From an optimization exercise on the open Yosys and OpenROAD flow, aimed at small area and few clock cycles per item; shortcuts taken in it are not production practice. No run shown here included a check of the RTL's function; only the layout flow was run.

$ cat flow/design.v
`timescale 1ns / 1ps
`default_nettype none
module multi_slot_stopwatch (
	input  wire                 clk,
	input  wire                 arst_n,
	input  wire                 cmd_valid,
	output logic                cmd_stall,
	input  wire  [7:0]          cmd,
	output logic                rsp_valid,
	input  wire                 rsp_stall,
	output logic [70:0]         rsp
);
	localparam logic [3:0] OP_TICK       = 4'd0;
	localparam logic [3:0] OP_START      = 4'd1;
	localparam logic [3:0] OP_STOP       = 4'd2;
	localparam logic [3:0] OP_RESTART    = 4'd3;
	localparam logic [3:0] OP_CLAIM      = 4'd4;
	localparam logic [3:0] OP_CLAIM_FREE = 4'd5;
	localparam logic [3:0] OP_RELEASE    = 4'd6;
	localparam logic [3:0] OP_RESTAMP    = 4'd7;
	localparam logic [3:0] OP_QUERY      = 4'd8;
	localparam logic [10:0] MAX_H  = 11'd1193;
	localparam logic [5:0]  MAX_M  = 6'd2;
	localparam logic [5:0]  MAX_S  = 6'd47;
	localparam logic [9:0]  MAX_MS = 10'd295;
	wire [3:0] op = cmd[7:4];
	wire [3:0] sl = cmd[3:0];
	wire take = cmd_valid && !rsp_stall;
	assign cmd_stall = rsp_stall;
	assign rsp_valid = take;
	logic [9:0]  e_ms;
	logic [5:0]  e_s, e_m;
	logic [10:0] e_h;
	logic        running;
	logic [15:0] busy;
	logic [9:0]  st_ms [16];
	logic [5:0]  st_s  [16];
	logic [5:0]  st_m  [16];
	logic [10:0] st_h  [16];
	logic [15:0] free_oh;
	logic [3:0]  free_idx;
	logic        free_found;
	always_comb begin
		free_oh  = '0;
		free_idx = '0;
		for (int i = 15; i >= 0; i--) begin
			if (!busy[i]) begin
				free_oh     = '0;
				free_oh[i]  = 1'b1;
				free_idx    = 4'(i);
			end
		end
		free_found = !(&busy);
	end
	logic [15:0] sl_oh;
	always_comb begin
		sl_oh = '0;
		sl_oh[sl] = 1'b1;
	end
	wire is_claim   = op == OP_CLAIM;
	wire is_cfree   = op == OP_CLAIM_FREE;
	wire is_release = op == OP_RELEASE;
	wire is_restamp = op == OP_RESTAMP;
	wire is_query   = op == OP_QUERY;
	wire [15:0] we = {16{take}} &
		(({16{is_claim | is_release | is_restamp}} & sl_oh) | ({16{is_cfree}} & free_oh));
	wire e_zero = (e_ms == '0) && (e_s == '0) && (e_m == '0) && (e_h == '0);
	wire e_max  = (e_ms == MAX_MS) && (e_s == MAX_S) && (e_m == MAX_M) && (e_h == MAX_H);
	always_ff @(posedge clk or negedge arst_n) begin
		if (!arst_n) begin
			e_ms    <= '0;
			e_s     <= '0;
			e_m     <= '0;
			e_h     <= '0;
			running <= 1'b0;
			busy    <= '0;
		end else if (take) begin
			case (op)
				OP_TICK: begin
					if (running) begin
						if (e_max) begin
							e_ms <= '0;
							e_s  <= '0;
							e_m  <= '0;
							e_h  <= '0;
						end else if (e_ms != 10'd999) begin
							e_ms <= e_ms + 10'd1;
						end else begin
							e_ms <= '0;
							if (e_s != 6'd59) begin
								e_s <= e_s + 6'd1;
							end else begin
								e_s <= '0;
								if (e_m != 6'd59) begin
									e_m <= e_m + 6'd1;
								end else begin
									e_m <= '0;
									e_h <= e_h + 11'd1;
								end
							end
						end
					end
				end
				OP_START, OP_STOP: begin
					e_ms    <= '0;
					e_s     <= '0;
					e_m     <= '0;
					e_h     <= '0;
					running <= op == OP_START;
				end
				OP_RESTART: begin
					if (e_zero) begin
						running <= 1'b1;
					end
				end
				OP_CLAIM: busy[sl] <= 1'b1;
				OP_CLAIM_FREE: busy <= busy | free_oh;
				OP_RELEASE: busy[sl] <= 1'b0;
				default: begin
				end
			endcase
		end
	end
	always_ff @(posedge clk) begin
		for (int i = 0; i < 16; i++) begin
			if (we[i]) begin
				st_ms[i] <= e_ms;
				st_s[i]  <= e_s;
				st_m[i]  <= e_m;
				st_h[i]  <= e_h;
			end
		end
	end
	wire [15:0] qsel = {16{is_query}} & busy & sl_oh;
	wire        qb   = |qsel;
	logic [9:0]  s_ms;
	logic [5:0]  s_s, s_m;
	logic [10:0] s_h;
	always_comb begin
		s_ms = '0;
		s_s  = '0;
		s_m  = '0;
		s_h  = '0;
		for (int i = 0; i < 16; i++) begin
			s_ms = s_ms | ({10{qsel[i]}} & st_ms[i]);
			s_s  = s_s  | ({6{qsel[i]}}  & st_s[i]);
			s_m  = s_m  | ({6{qsel[i]}}  & st_m[i]);
			s_h  = s_h  | ({11{qsel[i]}} & st_h[i]);
		end
	end
	wire [9:0]  g_ms = {10{qb}} & e_ms;
	wire [5:0]  g_s  = {6{qb}}  & e_s;
	wire [5:0]  g_m  = {6{qb}}  & e_m;
	wire [10:0] g_h  = {11{qb}} & e_h;
	wire wrap = {g_h, g_m, g_s, g_ms} < {s_h, s_m, s_s, s_ms};
	wire signed [11:0] d_ms = $signed({2'b0, g_ms}) - $signed({2'b0, s_ms});
	wire signed [7:0]  d_s  = $signed({2'b0, g_s})  - $signed({2'b0, s_s});
	wire signed [7:0]  d_m  = $signed({2'b0, g_m})  - $signed({2'b0, s_m});
	wire signed [12:0] d_h  = $signed({2'b0, g_h})  - $signed({2'b0, s_h});
	logic signed [11:0] x0;
	logic signed [7:0]  x1, x2;
	logic signed [12:0] x3;
	logic [9:0]  o_ms;
	logic [5:0]  o_s, o_m;
	logic [10:0] o_h;
	always_comb begin
		x0 = d_ms + (wrap ? 12'sd296 : 12'sd0);
		if (x0 < 0) begin
			o_ms = 10'(x0 + 12'sd1000);
			x1   = d_s + (wrap ? 8'sd47 : 8'sd0) - 8'sd1;
		end else if (x0 >= 12'sd1000) begin
			o_ms = 10'(x0 - 12'sd1000);
			x1   = d_s + (wrap ? 8'sd47 : 8'sd0) + 8'sd1;
		end else begin
			o_ms = 10'(x0);
			x1   = d_s + (wrap ? 8'sd47 : 8'sd0);
		end
		if (x1 < 0) begin
			o_s = 6'(x1 + 8'sd60);
			x2  = d_m + (wrap ? 8'sd2 : 8'sd0) - 8'sd1;
		end else if (x1 >= 8'sd60) begin
			o_s = 6'(x1 - 8'sd60);
			x2  = d_m + (wrap ? 8'sd2 : 8'sd0) + 8'sd1;
		end else begin
			o_s = 6'(x1);
			x2  = d_m + (wrap ? 8'sd2 : 8'sd0);
		end
		if (x2 < 0) begin
			o_m = 6'(x2 + 8'sd60);
			x3  = d_h + (wrap ? 13'sd1193 : 13'sd0) - 13'sd1;
		end else if (x2 >= 8'sd60) begin
			o_m = 6'(x2 - 8'sd60);
			x3  = d_h + (wrap ? 13'sd1193 : 13'sd0) + 13'sd1;
		end else begin
			o_m = 6'(x2);
			x3  = d_h + (wrap ? 13'sd1193 : 13'sd0);
		end
		o_h = 11'(x3);
	end
	wire [31:0] a_w   = 32'(d_h);
	wire [31:0] a_hm  = (a_w << 6) - (a_w << 2) + 32'(d_m);
	wire [31:0] a_hms = (a_hm << 6) - (a_hm << 2) + 32'(d_s);
	wire [31:0] delta = (a_hms << 10) - (a_hms << 5) + (a_hms << 3) + 32'(d_ms);
	logic [3:0] slot_out;
	logic       status;
	logic       slot_busy;
	wire        busy_sl = |(busy & sl_oh);
	always_comb begin
		slot_out  = '0;
		status    = 1'b0;
		slot_busy = 1'b0;
		case (op)
			OP_CLAIM: begin
				slot_out  = sl;
				slot_busy = 1'b1;
			end
			OP_CLAIM_FREE: begin
				slot_out  = free_found ? free_idx : 4'd0;
				slot_busy = free_found;
				status    = !free_found;
			end
			OP_RELEASE: slot_out = sl;
			OP_RESTAMP, OP_QUERY: begin
				slot_out  = sl;
				slot_busy = busy_sl;
			end
			default: begin
			end
		endcase
	end
	assign rsp = {slot_out, status, slot_busy, delta, o_h, o_m, o_s, o_ms};
endmodule
`default_nettype wire
$ cat flow/run.sh
#!/bin/bash
# synth_recipe.tcl (not shown) runs the flow's synth.tcl, then flattens the netlist and writes it again
# the make line also repeats each setting of config.mk as NAME=value (left out here)
make -C /OpenROAD-flow-scripts/flow DESIGN_CONFIG=/design/flow/config.mk WORK_HOME=/design/flow/orfs CLKGATE_MAP_FILE= SYNTH_SCRIPT=/design/flow/synth_recipe.tcl finish
$ cat flow/config.mk
export PLATFORM = sky130hd
export DESIGN_NAME = multi_slot_stopwatch
export DESIGN_NICKNAME = multi_slot_stopwatch
export VERILOG_FILES = /design/flow/design.v
export SDC_FILE = /design/flow/constraint.sdc
export NUM_CORES = 4
export LEC_CHECK = 0
export ABC_AREA = 1
export CAP_MARGIN = 20
export CORE_MARGIN = 2
export CORE_UTILIZATION = 40
export SLEW_MARGIN = 20
$ cat flow/constraint.sdc
create_clock -name core_clock -period 8.5 [get_ports {clk}]
set_input_delay 1.7000 -clock core_clock [delete_from_list [all_inputs] [get_ports {clk}]]
set_output_delay 1.7000 -clock core_clock [all_outputs]
set_load 0.01 [all_outputs]
==> results of run 1 <==
## final timing paths
| check | startpoint | endpoint | slack [ns] |
|---|---|---|---|
| max in group asynchronous | arst_n | e_ms[9]$_DFFE_PN0P_ | 6.67 |
| hold / removal | running$_DFFE_PN0P_ | running$_DFFE_PN0P_ | 0.49 |
| min in group asynchronous | arst_n | async pin | 1.27 |
| setup reg to reg | e_ms[5]$_DFFE_PN0P_ | e_h[6]$_DFFE_PN0P_ | 3.99 |
| hold reg to reg | running$_DFFE_PN0P_ | running$_DFFE_PN0P_ | 0.49 |
| setup / recovery | cmd[1] | rsp[64] | -4.66 |
## cell usage after synthesis, types with 18 or more instances
master and n:
a22o_1 77, a21oi_1 138, o21ai_0 102, nand4_1 78
fa_1 81, xnor2_1 23, ha_1 176, xor2_1 108
a22oi_1 53, nand2_2 19, clkbuf_1 47, dfrtp_1 50
nand2_1 541, nand3_1 122, nor3_1 52, a221oi_1 43
inv_1 425, nor2_1 200, edfxtp_1 528, nor4_1 18
## stage by stage
step           util (%)  cell area [µm²]
6_report           57.8            46300
5_1_grt            57.8            46300
4_1_cts            56.8            45500
3_5_place_dp       50.8            40800
3_3_place_gp       50.8            40800
2_1_floorplan         -            33200
## state kept, by name, summed over array words and instances (netlist names), named ones only
signal   count
st_m        96
e_m          6
e_s          6
e_h         11
st_s        96
st_h       176
busy         1
e_ms        10
running      1
st_ms      160
## worst register-to-register path: stages, from the launching register on
cell	delay (ns)
dfrtp_1	0.65
inv_1	0.29
nor2_1	0.24
nand3_1	0.10
nor4_1	0.34
nand4_1	0.15
and3_1	0.18
nor2_1	0.60
o21ai_1	0.15
buf_4	0.21
nor2_1	0.58
inv_1	0.33
nor3_1	0.26
nand2_1	0.10
a21oi_1	0.14
o21a_1	0.13
## metal layers
layer / up-vias / wire length, µm / GRT usage [%]
li1: 12617 / - / -
met1: 12905 / 40300 / 30.8
met2: 956 / 48800 / 41.3
met3: 198 / 6780 / 2.81
met4: 0 / 3300 / 7.62
met5: - / 0 / 0
## cell type report
class / count / area (µm²) / area share (%)
clock buffer: 69 / 1470 / 3.18
multi-input combinational: 1980 / 16700 / 36.0
inverter: 440 / 1730 / 3.74
timing repair inverter: 1 / 8.76 / 0.0189
timing repair buffer: 978 / 7760 / 16.8
tap: 1060 / 1330 / 2.86
sequential: 578 / 17100 / 36.9
clock inverter: 29 / 235 / 0.508
## kinds of logic after synthesis
kind of cell	synth area share, %
AND/OR/NAND/NOR	14.6
flip-flops	53.1
AO/OA/AOI/OAI	10.6
buffers and inverters	6.08
adder cells (fa/ha/maj)	11.9
XOR/XNOR	3.68
## cells in the final DEF (no fill, tap or decap), types with 31 or more instances in the layout
| cell | n |
|---|---|
| a22oi_1 | 50 |
| nand2_2 | 75 |
| a21oi_2 | 53 |
| nor2_4 | 31 |
| nor3_1 | 37 |
| fa_1 | 74 |
| ha_1 | 101 |
| o21ai_0 | 67 |
| nor2_1 | 153 |
| xor2_1 | 56 |
| dfrtp_1 | 50 |
| ha_4 | 71 |
| clkbuf_16 | 57 |
| a22o_1 | 77 |
| buf_2 | 52 |
| nand2_1 | 469 |
| buf_6 | 73 |
| nand3_1 | 106 |
| inv_1 | 363 |
| buf_4 | 807 |
| edfxtp_1 | 528 |
| inv_2 | 60 |
| a21oi_1 | 61 |
| nand4_1 | 78 |
| xor2_2 | 40 |
## what timing repair did
action / in CTS / in global routing
pin swaps: 223 / 110
setup endpoints to repair: 60 / 60
gates cloned: 2 / 0
buffers inserted: 160 / 25
endpoints found under the hold margin: 0 / 0
resized for setup: 686 / 151
==> out/metrics.yaml, run 1 <==
antenna_found_initial: 0
grt_max_degree: 51
crit_type: "input pin to output port"
via_count: 26676
hold_viol: 0
postRouteAntennaNets: 0
crit_fanout: 6
outcome: "complete, but fails checks"
period_share_pct: 155
ys_ff_latch: 578
dieArea_mm2: 0.0828
yosysWarnings: 5
setup-violations-final: 57
cp-start-kind: "input pin"
grt_pass1_wl_mm: 151
grt.overflow.total: 0
cp.arrival_ns: 11.46
antennaDiodeCount: 0
clock-sinks: 578
cts.path.max_buffers: 3
critPathRequiredTime_ns: 6.80
nFillCells: 6598
critical-path-top-delay-family: "adder cells"
numCtsBuffers: 54
drive_above_1_share_pct: 39.5
rsz0062_at_grt: "true"
preCtsSetupSlack_ns: -5.89
synthFlopType: "edfxtp_1"
dr.pass1.iters: 6
syn-cell-area_mm2: 0.0322
routedWlPerCell_um: 19.3
ys_seq_area_share_pct: 53.1
totalNegativeSetupSlack_ns: -146.32
synth_edf_count: 528
h-tree-depth: 2
cts_hold_buf: 0
max_stage_delay_ns: 0.52
slew_violations: 0
drv_cap: 0
max_slew_margin_pct: 35.2
ios: 85
grt_pass1_vias: 26782
drc_errors: 0
cts_tree: "yes"
die_width_um: 288
design.core.area_mm2: 0.0802
port_buffers: 84
synth_area_per_cell_um2: 10.5
wl_mm: 99.2
hp-class: "flip-flop to flip-flop"
cp_num_buf_inv: 15
die_h_um: 288
cpMostUsedCell: "inv_2"
async_reset_ff_share_pct: 8.65
syn_inst: 3067
cp-end-kind: "output port"
r2r_cells: 15
synth_area_leaders: "edfxtp_1 (49%), ha_1 (6.8%), nand2_1 (6.3%)"
placed_cells: 4872
fin_skew_ns: 0.0193
yosysTopAreaCell: "edfxtp_1"
yosysTopAreaCellShare_pct: 49.2
worstMarginPinSlew_ns: 0.969
area_delta_synth_final_pct: 43.7
nNetsFinal: 4302
clockRootBuffer: "clkbuf_16"
synth_cell_types: 62
dp_hpwl_mm: 66.9
fin_ws_ns: -4.66
period_needed_ns: 13.16
worst_hold_slack_ns: 0.486
grt_usage_pct: 23.7
routed_via_density: 5.19
cp.depth: 67
rows: 104
clk_pin_slew_ns: 0.06
fmax_mhz: 76.0
synth_nets: 3336
fin_cells: 5135
crit_slowest_cell: "fa_1"
start_util_pct: 40.2
drtIter0Drc: 2071
worst_hold_path.num_cells: 2
clk-insertion-delay-late_ns: 0.61
check.faults: "negative setup slack"
place_congestion: 0.885
==> run 2, diff against run 1 <==
--- a/flow/config.mk
+++ b/flow/config.mk
@@ -5,7 +5,6 @@
 export SDC_FILE = /design/flow/constraint.sdc
 export NUM_CORES = 4
 export LEC_CHECK = 0
-export ABC_AREA = 1
 export CAP_MARGIN = 20
 export CORE_MARGIN = 2
 export CORE_UTILIZATION = 40
==> out/metrics.yaml, run 2 <==
clk-insertion-delay-late_ns: 0.61  # about the same
yosysTopAreaCell: "edfxtp_1"  # unchanged
yosysTopAreaCellShare_pct: 50.6  # was 49.2%
critPathRequiredTime_ns: 6.80  # about the same
clockRootBuffer: "clkbuf_16"  # unchanged
crit_slowest_cell: "fa_1"  # unchanged
crit_type: "input pin to output port"  # unchanged
syn_inst: 2598  # was 3067
clk_pin_slew_ns: 0.06  # about the same
hp-class: "flip-flop to flip-flop"  # unchanged
rsz0062_at_grt: "true"  # unchanged
clock-sinks: 578  # unchanged
critical-path-top-delay-family: "compound AO/OA/AOI/OAI gates"  # was adder cells
period_share_pct: 158  # was 155%
yosys-top-cells-count: "edfxtp_1 (528), inv_1 (219), ha_1 (176)"  # was nand2_1 (541), edfxtp_1 (528), inv_1 (425)
cp_num_buf_inv: 14  # was 15
max_slew_margin_pct: 44.9  # was 35.2%
place_area_mm2: 0.0388  # was 0.0408 mm²
numCtsBuffers: 55  # was 54
dp_hpwl_mm: 64.0  # was 66.9 mm
rows: 102  # was 104
largest-register: "st_h"  # unchanged
synth_edf_count: 528  # unchanged
dr.pass1.iters: 6  # unchanged
use_met2_pct: 41.1  # was 41.3%
die_width_um: 284  # was 288 µm
use_met1_pct: 31.2  # was 30.8%
grt_max_degree: 51  # unchanged
routed_via_density: 5.58  # was 5.19
drive_above_1_share_pct: 38.1  # was 39.5%
final_common_cell: "buf_4"  # unchanged
synthSimpleGateAreaFrac_pct: 10.5  # was 14.6%
port_buffers: 84  # unchanged
fmax_mhz: 74.3  # was 76.0 MHz
postRouteAntennaNets: 0  # unchanged
h-tree-depth: 2  # unchanged
grt_pass1_vias: 25755  # was 26.8k
via_count: 25047  # was 26.7k
synth_adder_area_share_pct: 12.2  # was 11.9%
synth_area_per_cell_um2: 12.1  # was 10.5 µm²
yosysMostFrequentCell: "edfxtp_1"  # was nand2_1
largest_register_ffs: 176  # unchanged
die_h_um: 284  # was 288 µm
cp-start-kind: "input pin"  # unchanged
routedWlPerCell_um: 21.8  # was 19.3 µm
cts.path.max_buffers: 3  # unchanged
period_needed_ns: 13.46  # was 13.16 ns
cp-end-kind: "output port"  # unchanged
async_reset_ff_share_pct: 8.65  # unchanged
synthXorXnorAreaFrac_pct: 4.46  # was 3.68%
setup-violations-final: 57  # unchanged
drv_cap: 0  # unchanged
synth_compound_area_share_pct: 14.2  # was 10.6%
yosysWarnings: 5  # unchanged
dieArea_mm2: 0.0806  # was 0.0828 mm²
fin_skew_ns: 0.0144  # was 0.0193 ns
drtIter0Drc: 2640  # was 2071
ys_seq_area_share_pct: 54.6  # was 53.1%
synth_area_leaders: "edfxtp_1 (51%), ha_1 (7.0%), fa_1 (5.2%)"  # was edfxtp_1 (49%), ha_1 (6.8%), nand2_1 (6.3%)
area_delta_synth_final_pct: 39.0  # was 43.7%
layout_common_cells: "buf_4 (690), edfxtp_1 (528), inv_1 (185)"  # was buf_4 (807), edfxtp_1 (528), nand2_1 (469)
wl_mm: 98.1  # was 99.2 mm
grt.overflow.total: 0  # unchanged
cts_hold_buf: 0  # unchanged
outcome: "complete, but fails checks"  # unchanged
ios: 85  # unchanged
drc_errors: 0  # unchanged
cpMostUsedCell: "a21o_1"  # was inv_2
synthFlopType: "edfxtp_1"  # unchanged
check.faults: "negative setup slack"  # unchanged
design_area_mm2: 0.0436  # was 0.0463 mm²
use_met3_pct: 2.77  # was 2.81%
antennaDiodeCount: 0  # unchanged
grt-busiest-layer: "met2"  # unchanged
grt_usage_pct: 23.8  # was 23.7%
syn-cell-area_mm2: 0.0313  # was 0.0322 mm²
cts_tree: "yes"  # unchanged
design.core.area_mm2: 0.0775  # was 0.0802 mm²
place_congestion: 0.856  # was 0.885
synth_top_family_by_area: "compound AO/OA/AOI/OAI gates"  # was simple AND/OR/NAND/NOR gates
grt_pass1_wl_mm: 149  # was 151 mm
preCtsSetupSlack_ns: -6.32  # was -5.89 ns
slew_violations: 0  # unchanged
max_stage_delay_ns: 0.55  # was 0.52 ns
crit_fanout: 7  # was 6
reg_top3: "st_h: 176 flops, st_ms: 160 flops"  # unchanged
synth_cell_types: 80  # was 62
worstMarginPinSlew_ns: 0.819  # was 0.969 ns
cp.arrival_ns: 11.76  # was 11.46 ns
ys_ff_latch: 578  # unchanged
start_util_pct: 40.4  # was 40.2%
antenna_found_initial: 0  # unchanged
nNetsFinal: 3677  # was 4302
synthMuxAreaShare_pct: 0.132  # was 0%
hold_viol: 0  # unchanged
synth_nets: 2867  # was 3336
fin_ws_ns: -4.96  # was -4.66 ns
-- run 2: routing by layer --
layer | wire length (µm) | share of wire (%)
met2 | 48600 | 50
met5 | 0 | 0
met4 | 3000 | 3.1
met1 | 39000 | 40
met3 | 7430 | 7.6
-- run 2: path summary, 6_finish.rpt --
kind | startpoint | endpoint | slack (ns) | cells after the start
worst max-delay path | cmd[1] | rsp[64] | -4.96 | 60
min in group asynchronous | arst_n | async pin | 1.19 | 1
worst max register to register | e_ms[6]$_DFFE_PN0P_ | e_h[9]$_DFFE_PN0P_ | 3.89 | 12
max in group asynchronous | arst_n | e_ms[0]$_DFFE_PN0P_ | 6.78 | 1
worst min register to register | running$_DFFE_PN0P_ | running$_DFFE_PN0P_ | 0.55 | 2
worst min-delay path | running$_DFFE_PN0P_ | running$_DFFE_PN0P_ | 0.55 | 2
-- run 2: timing repair --
item,4_1_cts,5_1_grt
cloned,2,0
buffers inserted,106,35
pin swaps,221,112
endpoints found under the hold margin,0,0
resized for setup,546,125
setup endpoints to repair,59,59
-- run 2: area by class of cell --
class / instances / area, µm²
Sequential cell: 578 / 17100
Multi-Input combinational cell: 1711 / 15700
Clock inverter: 30 / 323
Timing Repair Buffer: 841 / 6830
Inverter: 221 / 853
Tap cell: 1040 / 1300
Fill cell: 6340 / 33900
Clock buffer: 69 / 1450
-- run 2: through the flow --
stage / TNS [ns] / util, % / hold slack (ns) / instances
after floorplan: -143.42 / - / 0.491 / 2598
after global placement: -257.60 / 50.0 / 0.508 / 4261
after global routing: -211.39 / 56.2 / 0.564 / 4490
after CTS: -181.58 / 55.2 / 0.545 / 4462
final: -188.32 / 56.2 / 0.552 / 4490
after detailed placement: -266.66 / 50.1 / 0.530 / 4261
-- run 2: logic make-up after synthesis --
kind of cell / Yosys count
simple gates: 658
compound gates: 633
flops: 578
buf+inv: 310
fa+ha+maj: 257
xor+xnor: 158
mux: 4
-- run 2: worst min-delay path: cells and delay by family (launching register included) --
kind	cells	cell delay, ns
flops	1	0.37
compound gates	1	0.05
simple gates	1	0.10
==> run 3, diff against run 2 <==
--- a/flow/design.v
+++ b/flow/design.v
@@ -25,9 +25,18 @@
 	localparam logic [9:0]  MAX_MS = 10'd295;
 	wire [3:0] op = cmd[7:4];
 	wire [3:0] sl = cmd[3:0];
-	wire take = cmd_valid && !rsp_stall;
-	assign cmd_stall = rsp_stall;
-	assign rsp_valid = take;
+	logic vld_q;
+	wire  hold = vld_q && rsp_stall;
+	wire  take = cmd_valid && !hold;
+	assign cmd_stall = hold;
+	assign rsp_valid = vld_q;
+	always_ff @(posedge clk or negedge arst_n) begin
+		if (!arst_n) begin
+			vld_q <= 1'b0;
+		end else if (!hold) begin
+			vld_q <= cmd_valid;
+		end
+	end
 	logic [9:0]  e_ms;
 	logic [5:0]  e_s, e_m;
 	logic [10:0] e_h;
@@ -197,10 +206,6 @@
 		end
 		o_h = 11'(x3);
 	end
-	wire [31:0] a_w   = 32'(d_h);
-	wire [31:0] a_hm  = (a_w << 6) - (a_w << 2) + 32'(d_m);
-	wire [31:0] a_hms = (a_hm << 6) - (a_hm << 2) + 32'(d_s);
-	wire [31:0] delta = (a_hms << 10) - (a_hms << 5) + (a_hms << 3) + 32'(d_ms);
 	logic [3:0] slot_out;
 	logic       status;
 	logic       slot_busy;
@@ -228,6 +233,27 @@
 			end
 		endcase
 	end
-	assign rsp = {slot_out, status, slot_busy, delta, o_h, o_m, o_s, o_ms};
+	logic [3:0]  r_slot;
+	logic        r_status;
+	logic        r_busy;
+	logic [9:0]  r_ms;
+	logic [5:0]  r_s, r_m;
+	logic [10:0] r_h;
+	always_ff @(posedge clk) begin
+		if (!hold) begin
+			r_slot   <= slot_out;
+			r_status <= status;
+			r_busy   <= slot_busy;
+			r_ms     <= o_ms;
+			r_s      <= o_s;
+			r_m      <= o_m;
+			r_h      <= o_h;
+		end
+	end
+	wire [16:0] t_hm  = {r_h, r_m} - {4'b0, r_h, 2'b0};
+	wire [22:0] t_hms = {t_hm, r_s} - {4'b0, t_hm, 2'b0};
+	wire [31:0] t_w   = 32'(t_hms);
+	wire [31:0] delta = {t_hms[21:0], r_ms} - (t_w << 5) + (t_w << 3);
+	assign rsp = {r_slot, r_status, r_busy, delta, r_h, r_m, r_s, r_ms};
 endmodule
 `default_nettype wire
==> out/metrics.yaml, run 3 <==
yosys-top-cells-count: "edfxtp_1 (567), a22oi_1 (165), nand2_1 (160)"  # was edfxtp_1 (528), inv_1 (219), ha_1 (176)
design.core.area_mm2: 0.0772  # was 0.0775 mm²
largest_register_ffs: 176  # unchanged
synthFlopType: "edfxtp_1"  # unchanged
cp.arrival_ns: 10.19  # was 11.76 ns
yosysWarnings: 5  # unchanged
drtIter0Drc: 2480  # was 2640
synth_adder_area_share_pct: 7.60  # was 12.2%
crit_fanout: 8  # was 7
check.faults: "negative setup slack"  # unchanged
rsz0062_at_grt: "true"  # unchanged
setup-violations-final: 17  # was 57
fmax_mhz: 102  # was 74.3 MHz
synth_cell_types: 92  # was 80
synthXorXnorAreaFrac_pct: 3.91  # was 4.46%
cp-start-kind: "input pin"  # unchanged
cp-startpoint: "cmd[1]"  # unchanged
port_buffers: 84  # unchanged
synth_nets: 2718  # was 2867
grt_usage_pct: 23.3  # was 23.8%
worst_hold_slack_ns: 0.570  # was 0.552 ns
area_delta_synth_final_pct: 33.6  # was 39.0%
slew_violations: 0  # unchanged
ios: 85  # unchanged
totalNegativeSetupSlack_ns: -18.97  # was -188.32 ns
place_congestion: 0.900  # was 0.856
antennaDiodeCount: 0  # unchanged
cp-end-kind: "flip-flop"  # was output port
synth_compound_area_share_pct: 14.7  # was 14.2%
grt_max_degree: 52  # was 51
grt_pass1_vias: 24028  # was 25.8k
die_h_um: 283  # was 284 µm
via_count: 24319  # was 25.0k
clockRootBuffer: "clkbuf_16"  # unchanged
antenna_found_initial: 3  # was 0
grt_pass1_wl_mm: 143  # was 149 mm
syn_inst: 2535  # was 2598
max_stage_delay_ns: 0.55  # about the same
synth_area_per_cell_um2: 12.3  # was 12.1 µm²
crit_type: "input pin to flip-flop"  # was input pin to output port
synthMuxAreaShare_pct: 0.173  # was 0.132%
crit_slowest_cell: "or4b_4"  # was fa_1
outcome: "complete, but fails checks"  # unchanged
rows: 102  # unchanged
nNetsFinal: 3384  # was 3677
hp-class: "flip-flop to flip-flop"  # unchanged
yosysTopAreaCellShare_pct: 54.7  # was 50.6%
dp_hpwl_mm: 63.0  # was 64.0 mm
start_util_pct: 40.3  # was 40.4%
fin_skew_ns: 0.0312  # was 0.0144 ns
async_reset_ff_share_pct: 8.25  # was 8.65%
die_width_um: 283  # was 284 µm
synthSimpleGateAreaFrac_pct: 11.6  # was 10.5%
clk_pin_slew_ns: 0.06  # about the same
critPathRequiredTime_ns: 8.85  # was 6.80 ns
worstMarginPinSlew_ns: 0.905  # was 0.819 ns
wl_mm: 96.3  # was 98.1 mm
layout_common_cells: "edfxtp_1 (567), buf_4 (563), a22oi_1 (165)"  # was buf_4 (690), edfxtp_1 (528), inv_1 (185)
period_needed_ns: 9.85  # was 13.46 ns
yosysTopAreaCell: "edfxtp_1"  # unchanged
max_slew_margin_pct: 39.5  # was 44.9%
routedWlPerCell_um: 22.4  # was 21.8 µm
final_common_cell: "edfxtp_1"  # was buf_4
r2r_end: "r_h[9]$_DFFE_PN_"  # was e_h[9]$_DFFE_PN0P_
synth_top_family_by_area: "compound AO/OA/AOI/OAI gates"  # unchanged
placed_cells: 4111  # was 4261
cts_tree: "yes"  # unchanged
postRouteAntennaNets: 0  # unchanged
synth_area_leaders: "edfxtp_1 (55%), ha_1 (5.7%), dfrtp_1 (4.1%)"  # was edfxtp_1 (51%), ha_1 (7.0%), fa_1 (5.2%)
syn-cell-area_mm2: 0.0311  # was 0.0313 mm²
clock-sinks: 618  # was 578
routed_via_density: 5.66  # was 5.58
synth_edf_count: 567  # was 528
numCtsBuffers: 68  # was 55
worstSetupEndpoint: "r_h[9]$_DFFE_PN_"  # was rsp[64]
drc_errors: 0  # unchanged
h-tree-depth: 3  # was 2
yosysMostFrequentCell: "edfxtp_1"  # unchanged
period_share_pct: 116  # was 158%
clk-insertion-delay-late_ns: 0.63  # was 0.61 ns
final_util_pct: 53.9  # was 56.2%
fin_ws_ns: -1.35  # was -4.96 ns
dieArea_mm2: 0.0801  # was 0.0806 mm²
drv_cap: 0  # unchanged
fin_cells: 4293  # was 4490
ys_ff_latch: 618  # was 578
ys_seq_area_share_pct: 58.8  # was 54.6%
grt.overflow.total: 0  # unchanged
reg_top3: "st_h: 176 flops, st_ms: 160 flops"  # unchanged
dr.pass1.iters: 6  # unchanged
hold_viol: 0  # unchanged
r2r_cells: 45  # was 12
cts.path.max_buffers: 3  # unchanged
drive_above_1_share_pct: 29.5  # was 38.1%
r2r_slack_ns: 0.10  # was 3.89 ns
largest-register: "st_h"  # unchanged
run 3: worst min path at each step:
stage / start / to / slack [ns] / cells after the start
after floorplan: running$_DFFE_PN0P_ / running$_DFFE_PN0P_ / 0.51 / 2
after global placement: running$_DFFE_PN0P_ / running$_DFFE_PN0P_ / 0.53 / 2
after detailed placement: running$_DFFE_PN0P_ / running$_DFFE_PN0P_ / 0.55 / 2
after CTS: e_h[3]$_DFFE_PN0P_ / st_h[7][3]$_DFFE_PP_ / 0.56 / 0
after global routing: e_h[3]$_DFFE_PN0P_ / st_h[7][3]$_DFFE_PP_ / 0.56 / 0
final: e_h[3]$_DFFE_PN0P_ / st_h[7][3]$_DFFE_PP_ / 0.57 / 0
run 3: what timing repair did:
action	CTS	global route
hold buffers	0	0
resized for setup	112	120
hold endpoints to repair	0	0
pin swaps	79	91
cloned	1	0
setup endpoints to repair	32	34
setup buffers	27	33
run 3: stage by stage:
step           instance area [µm²]  setup WS [ns]
4_1_cts                      40800          -1.47
6_report                     41600          -1.35
3_5_place_dp                 37800          -2.75
3_3_place_gp                 37800          -2.40
2_1_floorplan                31400          -1.86
5_1_grt                      41600          -1.69
run 3: per-layer routing:
metal	share of wire [%]	global-route usage [%]	wire length, µm	vias to the layer above
met4	3.3	8.59	3140	6
met1	39	29.5	37700	11929
met5	0.055	0	53	-
li1	-	-	-	11093
met3	8.9	5.17	8560	219
met2	49	39.2	46900	1072
run 3: kinds of logic after synthesis:
kind of cell    Yosys count
compound gates          635
simple gates            712
fa+ha+maj               172
flops                   618
buf+inv                 255
xor+xnor                139
mux                       4
run 3: worst max-delay path, delay by kind of cell:
family          cells  cell delay (ns)
buf+inv             8             0.92
mux                 1             0.07
fa+ha+maj           4             0.85
simple gates       23             4.06
compound gates     13             2.08
xor+xnor            3             0.50
run 3: layout make-up:
type	instances	area (µm²)
clock buffers	82	1830
flip-flops and latches	618	18300
well taps	1040	1300
inverters	157	594
repair buffers	693	5850
clock inverters	40	616
fillers	6452	35600
multi-input cells	1663	13100

[static timing again, ports no longer ideal]
The flow's constraints put no driver on any port. The routed layouts listed below were extracted and timed again, unchanged, in two steps. Step 1, drivers: a clkbuf_16 drives clk and a buf_2 each remaining input, both assumed. Step 2 times the ports against the registers' clock, not the clock port: input delays grow and output delays shrink by t, the midpoint of the rising clock arrivals with the driver on. a / b / c = no drivers / after step 1 / after step 2; a / b = the first two.
run	t (ns)	slack for setup (ns)	worst slew at a driven data input, ns
run 1	0.661	-4.660 / -4.724 / -4.724	0.06
run 2	0.661	-4.960 / -5.033 / -5.033	0.07
run 3	0.679	-1.346 / -1.320 / -2.000	0.05
The setup slack of run 3, which loses most, moves by +0.026 ns with the drivers and by -0.654 ns with both steps.
